What follows belongs to an exercise in optimizing a design on an open flow for small area, a short achievable clock period and few clock cycles per item; a production flow would make more cautious choices.
Only simulation tests tie the RTL to the original design; equivalence was not proved.
Power and IR drop assume default switching activity.

## flow/design.v (module list and top-level ports; edited modules follow where they fit)
// module alu_core: 898 lines
// module alu_fa: 4 lines
// module alu_ha: 4 lines
// module alu_booth: 16 lines
// module alu_arbiter: 86 lines
module alu_arbiter
#(
  parameter int WIDTH   = 32,
  parameter int MUL_LAT = 3
) (
  input  logic             clk,
  input  logic             rst_n,
  input  logic             req0_valid,
  output logic             req0_ready,
  input  logic [2:0]       req0_op,
  input  logic [WIDTH-1:0] req0_a,
  input  logic [WIDTH-1:0] req0_b,
  input  logic             req1_valid,
  output logic             req1_ready,
  input  logic [2:0]       req1_op,
  input  logic [WIDTH-1:0] req1_a,
  input  logic [WIDTH-1:0] req1_b,
  output logic             resp_valid,
  input  logic             resp_ready,
  output logic             resp_id,
  output logic [WIDTH-1:0] resp_data,
  output logic             resp_zero,
  output logic             resp_neg
);
  // ...
==> flow/flow/run.sh <==
#!/bin/bash
# Layout: the standard ORFS flow (standard.sh), unchanged except for
# make-variable settings: a larger setup repair target (the SDC, clock period
# and I/O delays are untouched) and plain buffers on the ports.
set -euo pipefail
MARGIN=7
bash standard.sh \
  SETUP_SLACK_MARGIN=$MARGIN \
  "BUFFER_PORTS_ARGS=-buffer_cell sky130_fd_sc_hd__buf_1" \
  finish > standard_flow.log 2>&1
==> flow/standard.sh <==
#!/bin/bash
# synth_recipe.tcl (not shown) runs the flow's synth.tcl, then flattens the netlist and writes it again
# the make line also repeats each setting of config.mk as NAME=value (left out here)
make -C /OpenROAD-flow-scripts/flow DESIGN_CONFIG=/design/flow/config.mk WORK_HOME=/design/flow/orfs CLKGATE_MAP_FILE= SYNTH_SCRIPT=/design/flow/synth_recipe.tcl "${@:-finish}"
==> flow/config.mk <==
export PLATFORM = sky130hd
export DESIGN_NAME = alu_arbiter
export DESIGN_NICKNAME = alu_arbiter
export VERILOG_FILES = /design/flow/design.v
export SDC_FILE = /design/flow/constraint.sdc
export NUM_CORES = 4
export LEC_CHECK = 0
export CAP_MARGIN = 20
export CORE_MARGIN = 2
export CORE_UTILIZATION = 40
export SLEW_MARGIN = 20
export SYNTH_HIERARCHICAL = 1
export SYNTH_MINIMUM_KEEP_SIZE = 0
==> flow/constraint.sdc <==
create_clock -name core_clock -period 12.5 [get_ports {clk}]
set_input_delay 2.5000 -clock core_clock [delete_from_list [all_inputs] [get_ports {clk}]]
set_output_delay 2.5000 -clock core_clock [all_outputs]
set_load 0.01 [all_outputs]
==> results.cfg, run 1 <==
[outcome]
status = complete, no violations

[grt]
grtUsageMet1_pct = 35.9
gr-usage-met3_pct = 5.81
overflow = 0
met2_usage_pct = 41.6
grt_pass1_vias = 15200

[yosys]
ys.warnings.count = 8
synth-xor-area-share_pct = 14.7
synth_top_family_by_area = adder cells

[clock_tree]
postCtsSetupBuffers = 10
cts_tree = built

[finish]
final_nets = 2303
multiInputGateArea_um2 = 14300
utilization_pct = 46.6
multi_input_area_share_pct = 68.1
fill_cells = 4154
final-clk-cell-share_pct = 2.88
final-nonclk-buf-share_pct = 8.70

[critical_path]
critPathMaxFanout = 13
worst-path-stages = 16
critPathCaptureType = flip-flop
worstPathArrival_ns = 5.86
startpoint = one_q[3]

[min_path]
min_path_type = flip-flop to flip-flop
worstHoldStart = last_grant

[sta]
worst_pin_slew_ns = 1.06
clock_skew_ns = 0.0299

[floorplanning]
core_area_um2 = 45200
ioPinCount = 177

[power_and_ir_drop]
swShare_pct = 48.0
intPower_uw = 3090
finalPower_uw = 5940
p_per_area_nw_per_um2 = 282

[route]
route.met2.wl_mm = 28.6
drtIter0Drc = 1517

[job]
drv_cap = 0

[placed_design]
dpl_cell_area_um2 = 19100
dpl.cell_count = 2393
hpwl_mm = 43.0
Testbench counts, summed over its fixed seeds: cycles 4,016, items 4,000.
==> run 2, diff against run 1 <==
--- a/flow/flow/run.sh
+++ b/flow/flow/run.sh
@@ -3,7 +3,7 @@
 # make-variable settings: a larger setup repair target (the SDC, clock period
 # and I/O delays are untouched) and plain buffers on the ports.
 set -euo pipefail
-MARGIN=7
+MARGIN=6.5
 bash standard.sh \
   SETUP_SLACK_MARGIN=$MARGIN \
   "BUFFER_PORTS_ARGS=-buffer_cell sky130_fd_sc_hd__buf_1" \
==> run 2 against run 1 <==
Against the previous run: total power shrank 13%; area after synthesis is the same; first-iteration DRC count shrank 20%; wire length shrank 8.0%; flip-flop and latch count is the same; highest routed layer unchanged; count of clock-buffer cells in the layout grew 3; die area is the same; fmax shrank 4.6%; critical path type unchanged; still clean on timing, DRC and antenna.
==> results.cfg, run 2 <==
[critical_path]
critical_path.slowest_cell = dfxtp_1
cp_common_cell = fa_1
critPathLaunchType = flip-flop
ff2ff_setup_slack_ns = 6.68
cp_slowest_stage_delay_ns = 0.91
reg2reg_depth = 14
r2r-start = two_q[9]
crit_family = adder cells
crit_buf_inv = 0
worstPathArrival_ns = 6.12
criticalPathCategory = flip-flop to flip-flop
path_cells = a22oi_1, xnor2_1, fa_1, fa_1, fa_1, fa_1, fa_1, ha_1, a21o_1, a21o_1, a2111oi_2, o21bai_1, or4b_1, o211ai_2
timing.rr.end = resp_data[29]
crit_required_ns = 12.80
critPathMaxFanout = 13
critPathCaptureType = flip-flop

[placed_design]
finalWeightedCongestion = 0.893
hpwl_mm = 42.0
dpl_cell_area_um2 = 19100
io_buffers = 176

[grt]
grt_pass1_wl_mm = 89.7
antenna_found_initial = 0
grt_max_degree = 77
grt_pass1_vias = 14900
overflow = 0
grt_util_all_layers_pct = 24.9

[clock_tree]
root_buffer = clkbuf_16
cts_tree = built
cts-buffers-inserted = 17
worstSkewPairLatency_ns = 0.46
htree_levels = 4
numClockSinks = 151
cts_max_path_buffers = 2
holdBufCountCts = 0
clk_pin_slew_ns = 0.07

[floorplanning]
chipWidth_um = 217
core_area_um2 = 45200
die-area_um2 = 47200
rows = 78
start_util_pct = 40.3
die_h_um = 217
ioPinCount = 177

[yosys]
ys_types = 75
yosysMostFrequentCell = xnor2_1
synth_top_area_cell = fa_1
yosys_most_used_dff = dfxtp_1
synthCells = 1765
syn_avg_cell_area_um2 = 10.3
synth-async-reset-ratio_pct = 2.65
synth_fp_nets = 2209
ys.warnings.count = 8
synth_commonest_cells = 282 x xnor2_1, 257 x a22oi_1, 242 x fa_1
synth.area.top_cells = fa_1 27%, xnor2_1 14%, dfxtp_1 13%
yosys.area.top_type_share_pct = 26.6
netlist_area_um2 = 18200
yosysSeqAreaShare_pct = 18.5
synth-seq-cells = 151
synth_edf_count = 33

[route]
vias = 14400
route.detailed.drc = 0
firstDrtPassIters = 6
routed_via_density = 5.93
wl_mm = 58.7
drt.antenna.violating_nets = 0
drtIter0Drc = 1215
wire_per_inst_um = 24.2

[finish]
diodes = 0
reg_top3 = a_q x32, by_q x32, resp_data x32
final_nets = 2261
fill_cells = 4310
drive_above_1_share_pct = 10.4
layout_common_cells = 282 x xnor2_1, 257 x a22oi_1, 242 x fa_1
fin_area_um2 = 19900
layout_commonest_cell = xnor2_1
area_growth_pct = 9.19

[sta]
relSlewSlack_pct = 29.2
fmax_mhz = 172
fin_crit_ns = 5.82
fin_crit_sh_pct = 46.6
report.final.slew_viol_count = 0
worst_pin_slew_ns = 1.06
setup-tns-final_ns = 0
setup_violations = 0
rsz0062_at_grt = true
hold_viol = 0
clock_skew_ns = 0.0210

[outcome]
status = complete, no violations

[power_and_ir_drop]
peakVddDrop_mv = 0.258
finalPower_uw = 5160
leakagePower_uw = 0.00767
p_per_area_nw_per_um2 = 259

[min_path]
min_path_type = flip-flop to flip-flop
worstHoldStart = last_grant
hold_end = last_grant
hold_depth = 1

[job]
drv_cap = 0
## run 2: what timing repair did
item | in CTS | in global routing
pin swaps | 0 | 1
gates cloned | 0 | 1
buffers inserted | 0 | 2
setup endpoints to repair | 4 | 8
gates resized for setup | 7 | 35
## run 2: layout make-up
type | count | area, um^2 | area share (%)
well taps | 600 | 751 | 3.78
repair buffers | 219 | 1080 | 5.45
inverters | 12 | 45.0 | 0.227
flip-flops and latches | 151 | 3410 | 17.2
multi-input cells | 1416 | 14000 | 70.5
clock buffers | 20 | 468 | 2.35
clock inverters | 12 | 104 | 0.523
## run 2: cells by family after synthesis
group           count (synthesis)  share of synthesized area, %
simple gates                  240                          6.47
flops                         151                          18.5
fa+ha+maj                     306                          31.0
mux                            73                          4.38
compound gates                490                          20.2
xor+xnor                      306                          14.7
buf+inv                       199                          4.67
## run 2: how the worst max path moves through the flow
stage                     from            end  slack [ns]  depth (start not counted)
floorplan             neg_q[2]  resp_data[30]        6.54                         16
global placement    resp_ready     req1_ready        6.15                          4
detailed placement  resp_ready     req1_ready        6.14                          4
CTS                 resp_ready     req1_ready        6.47                          4
global route          two_q[7]  resp_data[29]        6.49                         15
finish                two_q[9]  resp_data[29]        6.68                         14
## run 2: layer usage
metal,up-vias,track usage [%],wire (um)
met1,7146,34.5,25300
met2,813,38.4,26200
met5,-,0,0
met4,0,8.88,1560
met3,103,5.19,5650
li1,6351,-,-
## run 2: power by group
part	leakage [uW]	switching [uW]	total, uW	internal (uW)
sequential	0.00135	77.0	769	692
clock	0.000278	243	520	278
combinational	0.00604	2210	3870	1660
total	0.00767	2530	5160	2630
## run 2: per-module statistics from Yosys, one instance, submodules excluded
| module | flops+latches | cells inside | times used |
|---|---|---|---|
| alu_core | 0 | 977 | 1 |
| alu_arbiter | 151 | 437 | 1 |
| alu_booth | 0 | 78 | 1 |
| alu_fa | 0 | 1 | 241 |
| alu_ha | 0 | 1 | 32 |
## run 2: through the flow
step	util [%]	instances	worst slack [ns]	hold slack [ns]
after detailed placement	42.3	2395	6.14	0.573
after global routing	44.0	2430	6.49	0.586
after global placement	42.3	2395	6.15	0.563
after CTS	43.6	2427	6.47	0.583
after floorplan	-	1765	6.54	0.447
final	44.0	2430	6.68	0.585
==> run 3, diff against run 2 <==
--- a/flow/flow/run.sh
+++ b/flow/flow/run.sh
@@ -3,7 +3,7 @@
 # make-variable settings: a larger setup repair target (the SDC, clock period
 # and I/O delays are untouched) and plain buffers on the ports.
 set -euo pipefail
-MARGIN=6.5
+MARGIN=6.75
 bash standard.sh \
   SETUP_SLACK_MARGIN=$MARGIN \
   "BUFFER_PORTS_ARGS=-buffer_cell sky130_fd_sc_hd__buf_1" \
--- a/flow/config.mk
+++ b/flow/config.mk
@@ -7,7 +7,8 @@
 export LEC_CHECK = 0
 export CAP_MARGIN = 20
 export CORE_MARGIN = 2
-export CORE_UTILIZATION = 40
+export CORE_UTILIZATION = 65
+export PLACE_DENSITY = 0.75
 export SLEW_MARGIN = 20
 export SYNTH_HIERARCHICAL = 1
 export SYNTH_MINIMUM_KEEP_SIZE = 0
==> run 3 against run 2 <==
Against the previous run: combinational power grew 2%; first-iteration DRC count grew 75%; sequential power shrank 1%; critical path depth shrank 10; fmax grew 2.0%; area after synthesis is the same; highest routed layer unchanged; core utilization grew 29 points; critical path type is now input pin to primary output; largest cell class unchanged; global-route usage grew 13 points; worst hold slack lost 0.0088 ns.
==> results.cfg, run 3 <==
[critical_path]
critPathMaxFanout = 3
criticalPathCategory = input pin to primary output
critPathCaptureType = primary output
critPathLaunchType = input pin
crit_required_ns = 10.00
worstPathArrival_ns = 3.21

[yosys]
syn_avg_cell_area_um2 = 10.3
synthCells = 1765
synth-async-reset-ratio_pct = 2.65
synth_top_area_cell = fa_1
yosys_most_used_dff = dfxtp_1
ys.warnings.count = 8
synth_commonest_cells = 282 x xnor2_1, 257 x a22oi_1, 242 x fa_1
yosysSeqAreaShare_pct = 18.5
synth_fp_nets = 2209
synth.area.top_cells = fa_1 27%, xnor2_1 14%, dfxtp_1 13%
yosys.area.top_type_share_pct = 26.6
synth_edf_count = 33
netlist_area_um2 = 18200
synth-seq-cells = 151
yosysMostFrequentCell = xnor2_1
ys_types = 75

[route]
drtIter0Drc = 2122
firstDrtPassIters = 9
wl_mm = 57.0
wire_per_inst_um = 25.7
routed_via_density = 6.78
vias = 15000
drt.antenna.violating_nets = 0
route.detailed.drc = 0

[finish]
layout_common_cells = 280 x xnor2_1, 250 x a22oi_1, 238 x fa_1
diodes = 0
fin_area_um2 = 20100
reg_top3 = a_q x32, by_q x32, resp_data x32
drive_above_1_share_pct = 12.7
area_growth_pct = 10.4
final_nets = 2271
layout_commonest_cell = xnor2_1

[min_path]
min_path_type = flip-flop to flip-flop

[clock_tree]
htree_levels = 4
numClockSinks = 151
cts-buffers-inserted = 17
root_buffer = clkbuf_16
cts_tree = built
clk_pin_slew_ns = 0.09
holdBufCountCts = 0
cts_max_path_buffers = 2
worstSkewPairLatency_ns = 0.44

[sta]
rsz0062_at_grt = true
setup-tns-final_ns = 0
relSlewSlack_pct = 27.2
worst_pin_slew_ns = 1.09
fin_crit_ns = 5.71
clock_skew_ns = 0.0206
report.final.slew_viol_count = 0
fmax_mhz = 175
setup_violations = 0
hold_viol = 0
fin_crit_sh_pct = 45.7

[grt]
overflow = 0
grt_util_all_layers_pct = 37.9
antenna_found_initial = 0
grt_pass1_vias = 14800
grt_pass1_wl_mm = 83.7
grt_max_degree = 47

[power_and_ir_drop]
peakVddDrop_mv = 0.245
p_per_area_nw_per_um2 = 261
leakagePower_uw = 0.00785

[placed_design]
finalWeightedCongestion = 0.977
dpl_cell_area_um2 = 18800
io_buffers = 176
hpwl_mm = 38.7

[floorplanning]
die-area_um2 = 29400
ioPinCount = 177
chipWidth_um = 171
rows = 61
core_area_um2 = 27700
die_h_um = 171
start_util_pct = 65.7

[outcome]
status = complete, no violations

[job]
drv_cap = 0
## run 3: area by class of cell
type                       instances  area [um^2]
timing repair buffer             229         1410
clock inverter                    15          205
multi-input combinational       1416        14100
tap                              378          473
inverter                          12         45.0
sequential                       151         3450
fill                            2009         7610
clock buffer                      17          425
## run 3: cell families after synthesis
family | after synthesis | share of synthesized area (%)
AO/OA/AOI/OAI | 490 | 20.2
XOR/XNOR | 306 | 14.7
adder cells (fa/ha/maj) | 306 | 31.0
AND/OR/NAND/NOR | 240 | 6.47
buffers and inverters | 199 | 4.67
flip-flops | 151 | 18.5
multiplexers | 73 | 4.38
## run 3: critical path, stage by stage
cell and delay, ns:
buf_2 0.15, nand2b_4 0.15, and4_1 0.24, buf_1 0.17
## run 3: power breakdown
part	switching (uW)	internal, uW
Combinational	2220	1710
Clock	275	292
Sequential	68.5	690
Total	2560	2690
## run 3: routing by layer
| layer | track usage (%) | vias up | share of wire (%) |
|---|---|---|---|
| met5 | 0 | - | 0 |
| met4 | 13.9 | 0 | 4.4 |
| met3 | 9.50 | 190 | 13 |
| met2 | 58.6 | 1227 | 44 |
| met1 | 52.0 | 7243 | 38 |
| li1 | - | 6370 | - |
## run 3: path summary, 6_finish.rpt
check | start | endpoint | slack (ns) | cells past startpoint
min in group asynchronous | rst_n | resp_valid | 1.87 | 1
max | resp_ready | req1_ready | 6.79 | 4
max reg2reg | one_q[1] | resp_data[30] | 6.87 | 16
min | last_grant | last_grant | 0.58 | 1
max in group asynchronous | rst_n | last_grant | 10.38 | 1
min reg2reg | last_grant | last_grant | 0.58 | 1
## run 3: through the flow
| stage | std cells | power, uW | utilization (%) | hold slack, ns | worst slack [ns] |
|---|---|---|---|---|---|
| 2_1_floorplan | 1765 | 3620 | - | 0.447 | 6.77 |
| 3_3_place_gp | 2172 | 4420 | 68.0 | 0.557 | 6.33 |
| 3_5_place_dp | 2172 | 4500 | 68.0 | 0.562 | 6.20 |
| 4_1_cts | 2206 | 5070 | 70.5 | 0.575 | 6.67 |
| 5_1_grt | 2218 | 5710 | 72.5 | 0.597 | 6.67 |
| 6_report | 2218 | 5250 | 72.5 | 0.576 | 6.79 |
## run 3: what timing repair did
item	CTS	global route
setup buffers	1	6
pin swaps	0	15
setup endpoints to repair	10	7
gates resized for setup	22	93
gates cloned	1	6
## run 3: modules after synthesis (local to each module, per instance)
module / times used / cells inside / cell area, um^2 / flip-flops and latches
alu_fa: 241 / 1 / 20.0 / 0
alu_core: 1 / 977 / 6910 / 0
alu_arbiter: 1 / 437 / 5520 / 151
alu_ha: 32 / 1 / 12.5 / 0
alu_booth: 1 / 78 / 544 / 0
==> run 4, diff against run 3 <==
--- a/flow/config.mk
+++ b/flow/config.mk
@@ -8,6 +8,7 @@
 export CAP_MARGIN = 20
 export CORE_MARGIN = 2
 export CORE_UTILIZATION = 65
+export CTS_BUF_LIST = sky130_fd_sc_hd__clkbuf_4 sky130_fd_sc_hd__clkbuf_8 sky130_fd_sc_hd__clkbuf_16
 export PLACE_DENSITY = 0.75
 export SLEW_MARGIN = 20
 export SYNTH_HIERARCHICAL = 1
==> run 4 against run 3 <==
Against the previous run: still clean on timing, DRC and antenna; via count stayed put; clock power about the same; core utilization is the same; sequential share of layout area is the same; area after synthesis unchanged; worst setup slack stayed put; combinational power is essentially flat; total power unchanged; cell area did not move; cell count unchanged; largest cell class unchanged.
==> results.cfg, run 4 <==
[grt]
antenna_found_initial = 0
grt_pass1_vias = 14800
overflow = 0
grt_util_all_layers_pct = 37.9
grt_max_degree = 47
grt_pass1_wl_mm = 83.7

[sta]
fin_crit_ns = 5.71
relSlewSlack_pct = 27.2
fin_crit_sh_pct = 45.7
clock_skew_ns = 0.0206
rsz0062_at_grt = true
worst_pin_slew_ns = 1.09
setup-tns-final_ns = 0
report.final.slew_viol_count = 0
fmax_mhz = 175
hold-worst-slack_ns = 0.576
setup_violations = 0
hold_viol = 0

[power_and_ir_drop]
peakVddDrop_mv = 0.245
leakagePower_uw = 0.00785
p_per_area_nw_per_um2 = 261

[floorplanning]
rows = 61
die-area_um2 = 29400
start_util_pct = 65.7
die_h_um = 171
core_area_um2 = 27700
ioPinCount = 177
chipWidth_um = 171

[critical_path]
critPathMaxFanout = 3
r2r-start = one_q[1]
crit_required_ns = 10.00
ff2ff_setup_slack_ns = 6.87
critPathCaptureType = primary output
worstPathArrival_ns = 3.21
startpoint = resp_ready
timing.rr.end = resp_data[30]
criticalPathCategory = input pin to primary output
reg2reg_depth = 16
critPathLaunchType = input pin

[finish]
final_nets = 2271
layout_commonest_cell = xnor2_1
area_growth_pct = 10.4
reg_top3 = a_q x32, by_q x32, resp_data x32
diodes = 0
layout.cells.non_filler = 2218
drive_above_1_share_pct = 12.7
utilization_pct = 72.5
layout_common_cells = 280 x xnor2_1, 250 x a22oi_1, 238 x fa_1

[yosys]
synth_commonest_cells = 282 x xnor2_1, 257 x a22oi_1, 242 x fa_1
yosysSeqAreaShare_pct = 18.5
synth_fa_ha_area_share_pct = 31.0
synth-seq-cells = 151
syn_avg_cell_area_um2 = 10.3
synthCells = 1765
yosys.area.top_type_share_pct = 26.6
ys.warnings.count = 8
yosysMostFrequentCell = xnor2_1
synth_mux_area_share_pct = 4.38
synth_top_family_by_area = adder cells
synth-async-reset-ratio_pct = 2.65
synth_top_area_cell = fa_1
synth_fp_nets = 2209
netlist_area_um2 = 18200
ys_types = 75
synth-compound-area-share_pct = 20.2
synth-xor-area-share_pct = 14.7
synth-simple-area-share_pct = 6.47
synth_edf_count = 33
synth.area.top_cells = fa_1 27%, xnor2_1 14%, dfxtp_1 13%
yosys_most_used_dff = dfxtp_1

[route]
drt.antenna.violating_nets = 0
routed_via_density = 6.78
wl_mm = 57.0
wire_per_inst_um = 25.7
drtIter0Drc = 2122
firstDrtPassIters = 9
route.detailed.drc = 0
vias = 15000

[placed_design]
io_buffers = 176
hpwl_mm = 38.7
finalWeightedCongestion = 0.977
dpl.cell_count = 2172

[clock_tree]
htree_levels = 4
cts_tree = built
worstSkewPairLatency_ns = 0.44
cts_max_path_buffers = 2
holdBufCountCts = 0
cts-buffers-inserted = 17
root_buffer = clkbuf_16
numClockSinks = 151
clk_pin_slew_ns = 0.09

[min_path]
min_path_type = flip-flop to flip-flop
worstHoldStart = last_grant
hold_depth = 1
hold_end = last_grant

[outcome]
status = complete, no violations

[job]
drv_cap = 0
[run 4: cell counts after synthesis]
Identical to the previous run, type by type.
[run 4: per-layer routing]
| metal | part of all wire, % | GRT usage, % |
|---|---|---|
| met2 | 44 | 58.6 |
| met5 | 0 | 0 |
| met4 | 4.4 | 13.9 |
| met1 | 38 | 52.0 |
| met3 | 13 | 9.50 |
[run 4: critical path, cell delays in order]
cell      delay (ns)
buf_2           0.15
nand2b_4        0.15
and4_1          0.24
buf_1           0.17
[run 4: worst max-delay path by stage]
stage,endpoint,depth (start not counted)
floorplan,resp_data[30],17
global placement,resp_data[30],15
detailed placement,resp_data[30],15
CTS,resp_data[30],16
global route,resp_data[30],16
finish,req1_ready,4
[run 4: stage by stage]
stage	cell area (um^2)	power, uW	setup slack, ns
floorplan	18200	3620	6.77
global placement	18800	4420	6.33
detailed placement	18800	4500	6.20
CTS	19500	5070	6.67
global route	20100	5710	6.67
finish	20100	5250	6.79
[run 4: what timing repair did]
action	CTS	global route
pin swaps	0	15
endpoints found under the setup margin	10	7
cloned	1	6
setup buffers	1	6
gates resized for setup	22	93
[run 4: kinds of logic after synthesis]
family	Yosys count
and+or+nand+nor	240
AOI/OAI and AO/OA	490
xor gates and xnor gates	306
DFF	151
adders and majority gates	306
muxes	73
buffers and inverters	199
[run 4: final cells by class]
class                           count  area [um^2]
Multi-Input combinational cell   1416        14100
Fill cell                        2009         7610
Sequential cell                   151         3450
Timing Repair Buffer              229         1410
Tap cell                          378          473
Clock buffer                       17          425
Clock inverter                     15          205
Inverter                           12         45.0
[run 4: modules after synthesis, one instance, submodules excluded]
module | cell area [um^2] | times used | flops+latches
alu_arbiter | 5520 | 1 | 151
alu_booth | 544 | 1 | 0
alu_core | 6910 | 1 | 0
alu_fa | 20.0 | 241 | 0
alu_ha | 12.5 | 32 | 0
[run 4: power breakdown]
part,switching [uW],internal (uW)
Sequential,68.5,690
Clock,275,292
Combinational,2220,1710
Total,2560,2690
==> run 5, diff against run 4 <==
==> flow/flow/run.sh (replaced) <==
#!/bin/bash
# Layout: the standard ORFS flow (standard.sh), unchanged except for
# make-variable settings: a larger setup repair target (the SDC, clock period
# and I/O delays are untouched), plain buffers on the ports, and clock tree
# synthesis without dummy loads.
set -euo pipefail
bash standard.sh \
  SETUP_SLACK_MARGIN=6.75 \
  "BUFFER_PORTS_ARGS=-buffer_cell sky130_fd_sc_hd__buf_1" \
  "CTS_ARGS=-sink_clustering_enable -repair_clock_nets -dont_use_dummy_load -buf_list sky130_fd_sc_hd__clkbuf_8 -sink_clustering_size 10 -sink_clustering_max_diameter 50" \
  finish > standard_flow.log 2>&1
--- a/flow/config.mk
+++ b/flow/config.mk
@@ -8,7 +8,6 @@
 export CAP_MARGIN = 20
 export CORE_MARGIN = 2
 export CORE_UTILIZATION = 65
-export CTS_BUF_LIST = sky130_fd_sc_hd__clkbuf_4 sky130_fd_sc_hd__clkbuf_8 sky130_fd_sc_hd__clkbuf_16
 export PLACE_DENSITY = 0.75
 export SLEW_MARGIN = 20
 export SYNTH_HIERARCHICAL = 1
==> run 5 against run 4 <==
Against the previous run: non-clock buffer count down 2; sequential power hardly changed; synthesized cell count unchanged; global-route usage fell by 0.47 points; area after synthesis unchanged; via count fell by 0.11%; register-to-register slack barely moved; fmax shrank 0.39%; clock power shrank 46%; critical path type unchanged; critical endpoint unchanged; highest routed layer is now met5.
==> results.cfg, run 5 <==
[outcome]
status = complete, no violations

[power_and_ir_drop]
peakVddDrop_mv = 0.243
clock_power_share_pct = 6.2
swShare_pct = 49.4
seqPwrFrac_pct = 15.3
intPower_uw = 2510
p_per_area_nw_per_um2 = 253
p_sw_uw = 2460
leakagePower_uw = 0.00764
pwr-share-comb_pct = 78.6

[grt]
grt_pass1_wl_mm = 82.5
grt_util_all_layers_pct = 37.5
antenna_found_initial = 1
grt_max_degree = 47
overflow = 0
grt_pass1_vias = 14600

[job]
drv_cap = 0

[route]
route.detailed.drc = 0
wire_per_inst_um = 25.5
firstDrtPassIters = 13
wl_mm = 56.0
drt.antenna.violating_nets = 0
drtIter0Drc = 2003
routed_via_density = 6.82
vias = 15000

[yosys]
syn_avg_cell_area_um2 = 10.3
netlist_area_um2 = 18200
synth-seq-cells = 151
synth-compound-area-share_pct = 20.2
yosysSeqAreaShare_pct = 18.5
synth_fp_nets = 2209
synth-xor-area-share_pct = 14.7
synth_top_family_by_area = adder cells
synthCells = 1765
ys.warnings.count = 8
yosys_most_used_dff = dfxtp_1
yosys.area.top_type_share_pct = 26.6
synth_commonest_cells = 282 x xnor2_1, 257 x a22oi_1, 242 x fa_1
yosysMostFrequentCell = xnor2_1
synth-simple-area-share_pct = 6.47
synth_edf_count = 33
synth.area.top_cells = fa_1 27%, xnor2_1 14%, dfxtp_1 13%
synth_mux_area_share_pct = 4.38
ys_types = 75
synth_top_area_cell = fa_1
synth_fa_ha_area_share_pct = 31.0
synth-async-reset-ratio_pct = 2.65

[finish]
utilization_pct = 70.8
fin_area_um2 = 19600
layout_common_cells = 281 x xnor2_1, 255 x a22oi_1, 238 x fa_1
final_nets = 2269
drive_above_1_share_pct = 11.4
area_growth_pct = 7.84
reg_top3 = a_q x32, by_q x32, resp_data x32
layout_commonest_cell = xnor2_1
fill_cells = 2113

[floorplanning]
die_h_um = 171
chipWidth_um = 171
core_area_um2 = 27700
start_util_pct = 65.7
rows = 61
ioPinCount = 177
die-area_um2 = 29400

[clock_tree]
cts-buffers-inserted = 17
holdBufCountCts = 0
cts_max_path_buffers = 2
root_buffer = clkbuf_8
numClockSinks = 151
clk_pin_slew_ns = 0.12
htree_levels = 4
worstSkewPairLatency_ns = 0.48
cts_tree = built

[min_path]
hold_depth = 1
min_path_type = flip-flop to flip-flop
worstHoldStart = last_grant
hold_end = last_grant

[critical_path]
worstPathArrival_ns = 3.23
timing.rr.end = resp_data[29]
critPathMaxFanout = 3
crit_family = simple AND/OR/NAND/NOR gates
cp_slowest_stage_delay_ns = 0.24
criticalPathCategory = input pin to primary output
critPathLaunchType = input pin
crit_required_ns = 10.00
ff2ff_setup_slack_ns = 6.87
path_cells = buf_2, nand2b_4, and4_1, buf_1
r2r-start = one_q[4]
reg2reg_depth = 16
critical_path.slowest_cell = and4_1
crit_buf_inv = 2
critPathCaptureType = primary output

[sta]
rsz0062_at_grt = true
clock_skew_ns = 0.0533
worst_pin_slew_ns = 1.10
fin_crit_sh_pct = 45.8
hold_viol = 0
fmax_mhz = 175
fin_crit_ns = 5.73
setup-tns-final_ns = 0
report.final.slew_viol_count = 0
relSlewSlack_pct = 26.4
final.setup.worst_slack_ns = 6.77
setup_violations = 0

[placed_design]
dpl_cell_area_um2 = 18800
hpwl_mm = 38.7
finalWeightedCongestion = 0.977
io_buffers = 176
dp_slack_ns = 6.20
## run 5: modules after synthesis, one instance, submodules excluded
module	cell area [um^2]	times used
alu_arbiter	5520	1
alu_booth	544	1
alu_core	6910	1
alu_fa	20.0	241
alu_ha	12.5	32
## run 5: area by class of cell
| cell class | count | area [um^2] | share of cell area, % |
|---|---|---|---|
| clock buffers | 17 | 234 | 1.19 |
| multi-input cells | 1416 | 14000 | 71.5 |
| well taps | 378 | 473 | 2.41 |
| diodes | 1 | 2.50 | 0.0127 |
| inverters | 12 | 45.0 | 0.229 |
| flip-flops and latches | 151 | 3450 | 17.6 |
| repair buffers | 227 | 1390 | 7.06 |
## run 5: logic make-up (layout without fill, tap and decap cells)
kind of cell             after synthesis  in the layout
flip-flops                           151            151
other                                  0              1
buffers and inverters                199            256
adder cells (fa/ha/maj)              306            306
AO/OA/AOI/OAI                        490            490
multiplexers                          73             73
XOR/XNOR                             306            306
AND/OR/NAND/NOR                      240            241
## run 5: power by group through the flow
stage	registers, uW	logic (uW)	clock network, uW
after floorplan	765	2850	0
after global placement	764	3660	0
after detailed placement	767	3730	0
after CTS	757	3750	303
after global routing	768	4340	322
final	758	3900	306
## run 5: metal layers
| metal | routed length [um] | vias to the layer above | GRT usage [%] |
|---|---|---|---|
| met5 | 52 | - | 1.39 |
| met1 | 21700 | 7255 | 51.4 |
| met3 | 7110 | 189 | 9.46 |
| li1 | - | 6346 | - |
| met2 | 24800 | 1220 | 57.6 |
| met4 | 2410 | 3 | 13.6 |
## run 5: worst max-delay path by stage
| stage | from | endpoint | slack [ns] | depth (start not counted) |
|---|---|---|---|---|
| 6_report | resp_ready | req1_ready | 6.77 | 4 |
| 5_1_grt | one_q[1] | resp_data[30] | 6.70 | 16 |
| 4_1_cts | a_q[21] | resp_data[30] | 6.68 | 15 |
| 3_5_place_dp | two_q[2] | resp_data[30] | 6.20 | 15 |
| 3_3_place_gp | two_q[2] | resp_data[30] | 6.33 | 15 |
| 2_1_floorplan | two_q[2] | resp_data[30] | 6.77 | 17 |
## run 5: per-stage QoR
| stage | total power [uW] | hold slack, ns | instances |
|---|---|---|---|
| floorplan | 3620 | 0.447 | 1765 |
| global placement | 4420 | 0.557 | 2172 |
| detailed placement | 4500 | 0.562 | 2172 |
| CTS | 4810 | 0.581 | 2191 |
| global route | 5430 | 0.602 | 2201 |
| finish | 4970 | 0.580 | 2202 |
## run 5: timing repair
item,4_1_cts,5_1_grt
endpoints found under the setup margin,11,7
setup buffers,1,5
gates resized for setup,25,80
endpoints found under the hold margin,0,0
cloned,1,5
pin swaps,0,16
==> run 6, diff against run 5 <==
--- a/flow/flow/run.sh
+++ b/flow/flow/run.sh
@@ -7,5 +7,5 @@
 bash standard.sh \
   SETUP_SLACK_MARGIN=6.75 \
   "BUFFER_PORTS_ARGS=-buffer_cell sky130_fd_sc_hd__buf_1" \
-  "CTS_ARGS=-sink_clustering_enable -repair_clock_nets -dont_use_dummy_load -buf_list sky130_fd_sc_hd__clkbuf_8 -sink_clustering_size 10 -sink_clustering_max_diameter 50" \
+  "CTS_ARGS=-sink_clustering_enable -repair_clock_nets -dont_use_dummy_load" \
   finish > standard_flow.log 2>&1
--- a/flow/config.mk
+++ b/flow/config.mk
@@ -7,8 +7,8 @@
 export LEC_CHECK = 0
 export CAP_MARGIN = 20
 export CORE_MARGIN = 2
-export CORE_UTILIZATION = 65
-export PLACE_DENSITY = 0.75
+export CORE_UTILIZATION = 75
+export PLACE_DENSITY = 0.85
 export SLEW_MARGIN = 20
 export SYNTH_HIERARCHICAL = 1
 export SYNTH_MINIMUM_KEEP_SIZE = 0
==> run 6 against run 5 <==
Against the previous run: non-clock buffer count unchanged; clock power rose by 43%; total power increased by 3.8%; area after synthesis unchanged; wire length grew 3.1%; register-to-register slack worse by 0.09 ns; fmax shrank 0.60%; worst hold slack better by 0.0089 ns; critical path type unchanged.
==> results.cfg, run 6 <==
[clock_tree]
holdBufCountCts = 0
root_buffer = clkbuf_16
cts_max_path_buffers = 2
worstSkewPairLatency_ns = 0.45
cts-buffers-inserted = 17
htree_levels = 4
cts_tree = built
clk_pin_slew_ns = 0.06
numClockSinks = 151

[sta]
report.final.slew_viol_count = 0
worst_pin_slew_ns = 1.13
rsz0062_at_grt = true
relSlewSlack_pct = 25.0
clock_skew_ns = 0.0344
fin_crit_sh_pct = 46.1
hold-worst-slack_ns = 0.589
hold_viol = 0
setup_violations = 0
setup-tns-final_ns = 0
fmax_mhz = 173
fin_crit_ns = 5.77

[yosys]
synthCells = 1765
synth-async-reset-ratio_pct = 2.65
yosys.area.top_type_share_pct = 26.6
synth_top_area_cell = fa_1
syn_avg_cell_area_um2 = 10.3
synth_edf_count = 33
yosysMostFrequentCell = xnor2_1
ys.warnings.count = 8
synth_commonest_cells = 282 x xnor2_1, 257 x a22oi_1, 242 x fa_1
netlist_area_um2 = 18200
synth-seq-cells = 151
yosysSeqAreaShare_pct = 18.5
yosys_most_used_dff = dfxtp_1
synth_fp_nets = 2209
synth.area.top_cells = fa_1 27%, xnor2_1 14%, dfxtp_1 13%
ys_types = 75

[placed_design]
finalWeightedCongestion = 0.987
dpl_cell_area_um2 = 18800
hpwl_mm = 38.9
io_buffers = 176

[critical_path]
critPathLaunchType = input pin
path_cells = buf_2, nand2b_4, and4_1, buf_1
critPathMaxFanout = 3
cp_slowest_stage_delay_ns = 0.26
worstPathArrival_ns = 3.27
critPathCaptureType = primary output
critical_path.slowest_cell = and4_1
timing.rr.end = resp_data[30]
crit_required_ns = 10.00
criticalPathCategory = input pin to primary output
ff2ff_setup_slack_ns = 6.78
reg2reg_depth = 16
r2r-start = two_q[1]

[route]
wl_mm = 57.8
vias = 15600
route.detailed.drc = 0
routed_via_density = 7.25
firstDrtPassIters = 11
drtIter0Drc = 2758
drt.antenna.violating_nets = 0
wire_per_inst_um = 26.9

[finish]
fin_area_um2 = 19700
final_nets = 2269
reg_top3 = a_q x32, by_q x32, resp_data x32
layout_commonest_cell = xnor2_1
utilization_pct = 81.8
drive_above_1_share_pct = 11.6
area_growth_pct = 8.36
layout_common_cells = 280 x xnor2_1, 254 x a22oi_1, 238 x fa_1

[floorplanning]
core_area_um2 = 24100
chipWidth_um = 160
die-area_um2 = 25500
rows = 57
start_util_pct = 75.5
ioPinCount = 177
die_h_um = 160

[grt]
overflow = 0
grt_pass1_vias = 15400
grt_max_degree = 82
grt_pass1_wl_mm = 84.6
grt_util_all_layers_pct = 43.2
antenna_found_initial = 0

[power_and_ir_drop]
finalPower_uw = 5160
peakVddDrop_mv = 0.326
p_per_area_nw_per_um2 = 262
leakagePower_uw = 0.00771

[min_path]
worstHoldStart = last_grant
min_path_type = flip-flop to flip-flop
hold_depth = 1
hold_end = last_grant

[outcome]
status = complete, no violations

[job]
drv_cap = 0
## run 6: cell counts after synthesis
No cell type changed its count.
## run 6: what timing repair did
action / CTS / global route
buffers inserted: 1 / 3
endpoints found under the setup margin: 11 / 7
gates cloned: 1 / 5
pin swaps: 0 / 7
resized for setup: 20 / 83
## run 6: where the power goes
| group | internal, uW | leakage (uW) | switching (uW) |
|---|---|---|---|
| sequential | 691 | 0.00136 | 68.9 |
| combinational | 1700 | 0.00614 | 2260 |
| clock | 236 | 0.000209 | 200 |
| total | 2630 | 0.00771 | 2530 |
## run 6: final cells by class
| type | instances | area (um^2) |
|---|---|---|
| multi-input cells | 1416 | 14100 |
| fillers | 1506 | 4380 |
| flip-flops and latches | 151 | 3450 |
| repair buffers | 227 | 1340 |
| clock buffers | 17 | 425 |
| well taps | 324 | 405 |
| inverters | 12 | 45.0 |
| diodes | 1 | 2.50 |
## run 6: layer usage
layer / routed length [um] / track usage, %
met5: 132 / 0
met1: 20300 / 55.7
met3: 8280 / 13.4
met4: 3430 / 19.6
met2: 25700 / 67.5
## run 6: how the worst max path moves through the flow
stage	from	endpoint
2_1_floorplan	two_q[2]	resp_data[30]
3_3_place_gp	two_q[2]	resp_data[30]
3_5_place_dp	two_q[2]	resp_data[30]
4_1_cts	one_q[1]	resp_data[30]
5_1_grt	two_q[1]	resp_data[30]
6_report	resp_ready	req1_ready
## run 6: cell families after synthesis
kind of cell / count (synthesis) / synth area share [%]
AND/OR/NAND/NOR: 240 / 6.47
adder cells (fa/ha/maj): 306 / 31.0
multiplexers: 73 / 4.38
buffers and inverters: 199 / 4.67
XOR/XNOR: 306 / 14.7
flip-flops: 151 / 18.5
AO/OA/AOI/OAI: 490 / 20.2
## run 6: Yosys stat by module, one instance, submodules excluded
module | times used | cells | area (um^2)
alu_core | 1 | 977 | 6910
alu_ha | 32 | 1 | 12.5
alu_booth | 1 | 78 | 544
alu_arbiter | 1 | 437 | 5520
alu_fa | 241 | 1 | 20.0
## run 6: per-stage QoR
step	setup WS, ns	instances
detailed placement	6.28	2120
finish	6.73	2148
floorplan	6.77	1765
global placement	6.38	2120
CTS	6.65	2139
global route	6.71	2147
## run 6: worst max-delay path, delay by kind of cell
| kind | cells | cell delay (ns) |
|---|---|---|
| buf+inv | 2 | 0.34 |
| simple gates | 2 | 0.42 |
==> run 7, diff against run 6 <==
--- a/flow/flow/run.sh
+++ b/flow/flow/run.sh
@@ -5,7 +5,7 @@
 # synthesis without dummy loads.
 set -euo pipefail
 bash standard.sh \
-  SETUP_SLACK_MARGIN=6.75 \
+  SETUP_SLACK_MARGIN=6.9 \
   "BUFFER_PORTS_ARGS=-buffer_cell sky130_fd_sc_hd__buf_1" \
   "CTS_ARGS=-sink_clustering_enable -repair_clock_nets -dont_use_dummy_load" \
   finish > standard_flow.log 2>&1
--- a/flow/config.mk
+++ b/flow/config.mk
@@ -7,8 +7,8 @@
 export LEC_CHECK = 0
 export CAP_MARGIN = 20
 export CORE_MARGIN = 2
-export CORE_UTILIZATION = 75
-export PLACE_DENSITY = 0.85
+export CORE_UTILIZATION = 65
+export PLACE_DENSITY = 0.75
 export SLEW_MARGIN = 20
 export SYNTH_HIERARCHICAL = 1
 export SYNTH_MINIMUM_KEEP_SIZE = 0
==> run 7 against run 6 <==
Against the previous run: still clean on timing, DRC and antenna; cell area rose by 3.1%; die area grew 15%; synthesized cell count unchanged; critical path type unchanged; critical endpoint unchanged; highest routed layer is now met4.
==> results.cfg, run 7 <==
[clock_tree]
htree_levels = 4
cts_tree = built
root_buffer = clkbuf_16
holdBufCountCts = 0
cts-buffers-inserted = 17
worstSkewPairLatency_ns = 0.43
numClockSinks = 151
cts_max_path_buffers = 2
clk_pin_slew_ns = 0.06

[sta]
hold_viol = 0
fmax_mhz = 180
clock_skew_ns = 0.0212
setup_violations = 0
fin_crit_sh_pct = 44.6
fin_crit_ns = 5.57
rsz0062_at_grt = true
relSlewSlack_pct = 30.0
worst_pin_slew_ns = 1.05
setup-tns-final_ns = 0
report.final.slew_viol_count = 0

[yosys]
netlist_area_um2 = 18200
ys.warnings.count = 8
synth_commonest_cells = 282 x xnor2_1, 257 x a22oi_1, 242 x fa_1
synth-async-reset-ratio_pct = 2.65
yosys_most_used_dff = dfxtp_1
synth_fp_nets = 2209
synth.area.top_cells = fa_1 27%, xnor2_1 14%, dfxtp_1 13%
ys_types = 75
yosys.area.top_type_share_pct = 26.6
synth_edf_count = 33
synth_top_area_cell = fa_1
yosysMostFrequentCell = xnor2_1
syn_avg_cell_area_um2 = 10.3
yosysSeqAreaShare_pct = 18.5
synthCells = 1765
synth-seq-cells = 151

[critical_path]
critPathMaxFanout = 3
crit_required_ns = 10.00
criticalPathCategory = input pin to primary output
worstPathArrival_ns = 3.07
critPathLaunchType = input pin
critPathCaptureType = primary output

[job]
drv_cap = 0

[floorplanning]
die-area_um2 = 29400
rows = 61
ioPinCount = 177
die_h_um = 171
chipWidth_um = 171
core_area_um2 = 27700
start_util_pct = 65.7

[route]
routed_via_density = 6.83
drtIter0Drc = 2070
wl_mm = 57.8
firstDrtPassIters = 9
wire_per_inst_um = 26.1
drt.antenna.violating_nets = 0
route.detailed.drc = 0
vias = 15100

[placed_design]
dpl_cell_area_um2 = 18900
dpl.cell_count = 2176
finalWeightedCongestion = 0.960
io_buffers = 176
hpwl_mm = 38.3

[power_and_ir_drop]
intPower_uw = 2890
swShare_pct = 47.3
clock_power_share_pct = 7.7
p_per_area_nw_per_um2 = 269
p_sw_uw = 2590
peakVddDrop_mv = 0.244
seqPwrFrac_pct = 13.9
leakagePower_uw = 0.00789
pwr-share-comb_pct = 78.4

[finish]
reg_top3 = a_q x32, by_q x32, resp_data x32
fin_area_um2 = 20300
final_nets = 2281
fill_cells = 1955
layout_commonest_cell = xnor2_1
drive_above_1_share_pct = 14.5
area_growth_pct = 11.7
layout.cells.non_filler = 2213
diodes = 0
layout_common_cells = 275 x xnor2_1, 238 x a22oi_1, 226 x fa_1

[grt]
antenna_found_initial = 0
grt_util_all_layers_pct = 38.1
grt_max_degree = 80
grt_pass1_vias = 14400
overflow = 0
grt_pass1_wl_mm = 83.3

[outcome]
status = complete, no violations

[min_path]
min_path_type = flip-flop to flip-flop
run 7: cell families (layout without fill, tap and decap cells):
kind of cell / count (synthesis) / after routing / share of synthesized area [%]
AO/OA/AOI/OAI: 490 / 490 / 20.2
XOR/XNOR: 306 / 306 / 14.7
adder cells (fa/ha/maj): 306 / 306 / 31.0
buffers and inverters: 199 / 268 / 4.67
flip-flops: 151 / 151 / 18.5
multiplexers: 73 / 73 / 4.38
AND/OR/NAND/NOR: 240 / 241 / 6.47
run 7: power by group through the flow:
| stage | sequential, uW | combinational (uW) | clock, uW |
|---|---|---|---|
| after floorplan | 765 | 2860 | 0 |
| after global placement | 760 | 3650 | 0 |
| after detailed placement | 763 | 3730 | 0 |
| after CTS | 754 | 3820 | 421 |
| after global routing | 769 | 4690 | 440 |
| final | 759 | 4290 | 423 |
run 7: per-layer routing:
| metal | part of all wire [%] | up-vias | GRT usage [%] |
|---|---|---|---|
| li1 | - | 6378 | - |
| met1 | 37 | 7198 | 50.8 |
| met2 | 44 | 1299 | 59.0 |
| met3 | 14 | 241 | 11.2 |
| met4 | 5.0 | 0 | 14.3 |
| met5 | 0 | - | 0 |
run 7: final timing paths:
kind / startpoint / endpoint / slack [ns] / cells after the start
max in group asynchronous: rst_n / last_grant / 10.37 / 1
worst min-delay path: last_grant / last_grant / 0.59 / 1
min in group asynchronous: rst_n / cv / 1.88 / 1
worst max register to register: two_q[2] / resp_data[30] / 6.93 / 16
worst max-delay path: resp_ready / req1_ready / 6.93 / 4
worst min register to register: last_grant / last_grant / 0.59 / 1
run 7: per-stage QoR:
stage	total power, uW	setup slack (ns)	util (%)	hold WS, ns
finish	5470	6.93	73.4	0.587
global route	5900	6.87	73.4	0.598
global placement	4410	6.53	68.1	0.562
detailed placement	4500	6.41	68.1	0.580
floorplan	3620	6.87	-	0.447
CTS	5000	6.86	71.0	0.588
run 7: area by class of cell:
class / count / area, um^2 / area share (%)
clock buffer: 17 / 425 / 2.09
sequential: 151 / 3450 / 17.0
inverter: 12 / 45.0 / 0.222
multi-input combinational: 1416 / 14300 / 70.3
tap: 378 / 473 / 2.33
timing repair buffer: 239 / 1650 / 8.11
run 7: Yosys stat by module, one instance, submodules excluded:
module | flip-flops and latches | cells inside | area (um^2)
alu_core | 0 | 977 | 6910
alu_booth | 0 | 78 | 544
alu_ha | 0 | 1 | 12.5
alu_arbiter | 151 | 437 | 5520
alu_fa | 0 | 1 | 20.0
run 7: worst max-delay path: stages:
cell and delay [ns]:
buf_8 0.09, nand2b_4 0.13, and4_4 0.24, buf_6 0.10
run 7: what timing repair did:
action | 4_1_cts | 5_1_grt
resized for setup | 65 | 113
pin swaps | 4 | 33
gates cloned | 4 | 6
buffers inserted | 3 | 7
setup endpoints to repair | 12 | 9
==> run 8, diff against run 7 <==
--- a/flow/flow/run.sh
+++ b/flow/flow/run.sh
@@ -5,7 +5,7 @@
 # synthesis without dummy loads.
 set -euo pipefail
 bash standard.sh \
-  SETUP_SLACK_MARGIN=6.9 \
+  SETUP_SLACK_MARGIN=6.75 \
   "BUFFER_PORTS_ARGS=-buffer_cell sky130_fd_sc_hd__buf_1" \
   "CTS_ARGS=-sink_clustering_enable -repair_clock_nets -dont_use_dummy_load" \
   finish > standard_flow.log 2>&1
==> run 8 against run 7 <==
Against the previous run: still clean on timing, DRC and antenna; total power decreased by 6.2%; synthesized cell count unchanged; via count decreased by 0.13%.
==> results.cfg, run 8 <==
[yosys]
synth.area.top_cells = fa_1 27%, xnor2_1 14%, dfxtp_1 13%
yosys_most_used_dff = dfxtp_1
yosysMostFrequentCell = xnor2_1
synth_top_area_cell = fa_1
yosysSeqAreaShare_pct = 18.5
ys_types = 75
synth_fp_nets = 2209
syn_avg_cell_area_um2 = 10.3
synth_edf_count = 33
synth-seq-cells = 151
synth-async-reset-ratio_pct = 2.65
synth_commonest_cells = 282 x xnor2_1, 257 x a22oi_1, 242 x fa_1
ys.warnings.count = 8
synthCells = 1765
netlist_area_um2 = 18200
yosys.area.top_type_share_pct = 26.6

[grt]
overflow = 0
grt_max_degree = 47
grt_pass1_vias = 14700
antenna_found_initial = 1
grt_util_all_layers_pct = 37.8
grt_pass1_wl_mm = 83.5

[route]
firstDrtPassIters = 8
wl_mm = 56.9
route.met2.wl_mm = 24.9
route.detailed.drc = 0
dr_wl_met3_mm = 7.43
drt.antenna.violating_nets = 0
drtIter0Drc = 1931
wire_per_inst_um = 25.8
routed_via_density = 6.85
wl_met1_mm = 21.7
vias = 15100
highest_layer = met5

[critical_path]
critPathMaxFanout = 3
worstPathArrival_ns = 3.23
critPathLaunchType = input pin
crit_required_ns = 10.00
criticalPathCategory = input pin to primary output
critPathCaptureType = primary output

[finish]
drive_above_1_share_pct = 11.8
final_nets = 2271
area_growth_pct = 9.29
layout_commonest_cell = xnor2_1
reg_top3 = a_q x32, by_q x32, resp_data x32
layout_common_cells = 281 x xnor2_1, 253 x a22oi_1, 238 x fa_1
diodes = 0

[sta]
fmax_mhz = 174
fin_crit_sh_pct = 45.8
setup_violations = 0
worst_pin_slew_ns = 1.10
setup-tns-final_ns = 0
fin_crit_ns = 5.73
report.final.slew_viol_count = 0
rsz0062_at_grt = true
final.setup.worst_slack_ns = 6.77
hold_viol = 0
clock_skew_ns = 0.0344
relSlewSlack_pct = 26.8

[placed_design]
dp_slack_ns = 6.20
io_buffers = 176
finalWeightedCongestion = 0.977
hpwl_mm = 38.7

[floorplanning]
rows = 61
die_h_um = 171
ioPinCount = 177
core_area_um2 = 27700
die-area_um2 = 29400
start_util_pct = 65.7
chipWidth_um = 171

[clock_tree]
htree_levels = 4
clk_pin_slew_ns = 0.08
cts_tree = built
holdBufCountCts = 0
cts_max_path_buffers = 2
numClockSinks = 151
root_buffer = clkbuf_16
worstSkewPairLatency_ns = 0.44
cts-buffers-inserted = 17

[power_and_ir_drop]
p_per_area_nw_per_um2 = 258
peakVddDrop_mv = 0.246
leakagePower_uw = 0.00775

[job]
drv_cap = 0

[outcome]
status = complete, no violations

[min_path]
min_path_type = flip-flop to flip-flop
## run 8: cell count changes in the layout (fill, tap and decap cells not counted), sizes merged
| cell | before | now |
|---|---|---|
| bufbuf | 3 | 0 |
| clkbuf | 26 | 24 |
| buf | 227 | 222 |
## run 8: per-module statistics from Yosys (local to each module, per instance)
module | flip-flops and latches | cells inside | times used
alu_booth | 0 | 78 | 1
alu_ha | 0 | 1 | 32
alu_core | 0 | 977 | 1
alu_arbiter | 151 | 437 | 1
alu_fa | 0 | 1 | 241
## run 8: power breakdown
| part | switching [uW] | internal [uW] | leakage [uW] |
|---|---|---|---|
| registers | 68.6 | 691 | 0.00136 |
| clock network | 203 | 237 | 0.000209 |
| logic | 2220 | 1710 | 0.00618 |
| total | 2500 | 2640 | 0.00775 |
## run 8: critical path, cell delays in order
cell      delay, ns
buf_2          0.16
nand2b_4       0.16
and4_1         0.24
buf_1          0.17
## run 8: path summary, 6_finish.rpt
check                                start             to  slack (ns)  cells past startpoint
worst max-delay path            resp_ready     req1_ready        6.77                      4
worst min-delay path            last_grant     last_grant        0.57                      1
min in group asynchronous            rst_n     resp_valid        1.87                      1
worst min register to register  last_grant     last_grant        0.57                      1
max in group asynchronous            rst_n     last_grant       10.38                      1
worst max register to register    one_q[4]  resp_data[31]        6.90                     17
## run 8: routing by layer
metal,vias up,GRT usage (%)
met5,-,0
li1,6349,-
met3,232,10.3
met4,3,14.6
met1,7273,51.3
met2,1240,57.9
## run 8: area by class of cell
class | instances | area [um^2]
inverters | 12 | 45.0
multi-input cells | 1416 | 14100
clock buffers | 17 | 425
repair buffers | 229 | 1440
fillers | 2046 | 7810
well taps | 378 | 473
flip-flops and latches | 151 | 3450
## run 8: logic make-up after synthesis
logic type | share of synthesized area [%]
XOR/XNOR | 14.7
flip-flops | 18.5
AO/OA/AOI/OAI | 20.2
multiplexers | 4.38
buffers and inverters | 4.67
adder cells (fa/ha/maj) | 31.0
AND/OR/NAND/NOR | 6.47
## run 8: per-stage QoR
stage | cell area [um^2] | total power [uW] | hold WS [ns] | utilization [%] | instances
6_report | 19900 | 5130 | 0.574 | 71.8 | 2203
5_1_grt | 19900 | 5570 | 0.597 | 71.8 | 2203
4_1_cts | 19300 | 4950 | 0.575 | 69.8 | 2191
3_5_place_dp | 18800 | 4500 | 0.562 | 68.0 | 2172
3_3_place_gp | 18800 | 4420 | 0.557 | 68.0 | 2172
2_1_floorplan | 18200 | 3620 | 0.447 | - | 1765
## run 8: what timing repair did
| action | in CTS | in global routing |
|---|---|---|
| hold endpoints to repair | 0 | 0 |
| cloned | 1 | 7 |
| setup buffers | 1 | 5 |
| resized for setup | 22 | 93 |
| endpoints found under the setup margin | 10 | 7 |
| pin swaps | 0 | 14 |

## port drivers added, routing unchanged
The flow's constraints put no driver on any port. The routed layouts listed below were extracted and timed again, unchanged, in two steps.
Step 1 (the two cells are an assumption about what drives the block):
set clk [get_ports {clk}]
set_driving_cell -lib_cell sky130_fd_sc_hd__clkbuf_16 $clk
set_driving_cell -lib_cell sky130_fd_sc_hd__buf_2 [delete_from_list [all_inputs] $clk]
Step 2 adds t to the input delays and takes it off the output delays; t is the mean of the earliest and latest rising clock arrival at the registers after step 1. Input paths then give back, and output paths get back, about the clock's delay inside the block.
a / b / c = ideal ports / drivers / drivers and shift; a / b = the first two.
| run | t, ns | setup slack, ns | worst register clock-pin slew, ns |
|---|---|---|---|
| run 1 | 0.509 | 6.948 / 6.911 / 6.911 | 0.09 / 0.09 |
| run 2 | 0.506 | 6.679 / 6.679 / 6.679 | 0.08 / 0.08 |
| run 3 | 0.483 | 6.792 / 6.770 / 6.770 | 0.09 / 0.09 |
| run 4 | 0.483 | 6.792 / 6.770 / 6.770 | 0.09 / 0.09 |
| run 5 | 0.502 | 6.770 / 6.747 / 6.747 | 0.12 / 0.12 |
| run 6 | 0.482 | 6.735 / 6.714 / 6.714 | 0.08 / 0.08 |
| run 7 | 0.478 | 6.931 / 6.857 / 6.857 | 0.07 / 0.07 |
| run 8 | 0.476 | 6.769 / 6.747 / 6.747 | 0.08 / 0.08 |
After both steps setup and hold are still met in every run listed. The setup slack of run 7, which loses most, moves by -0.074 ns with the drivers and by -0.074 ns with both steps.
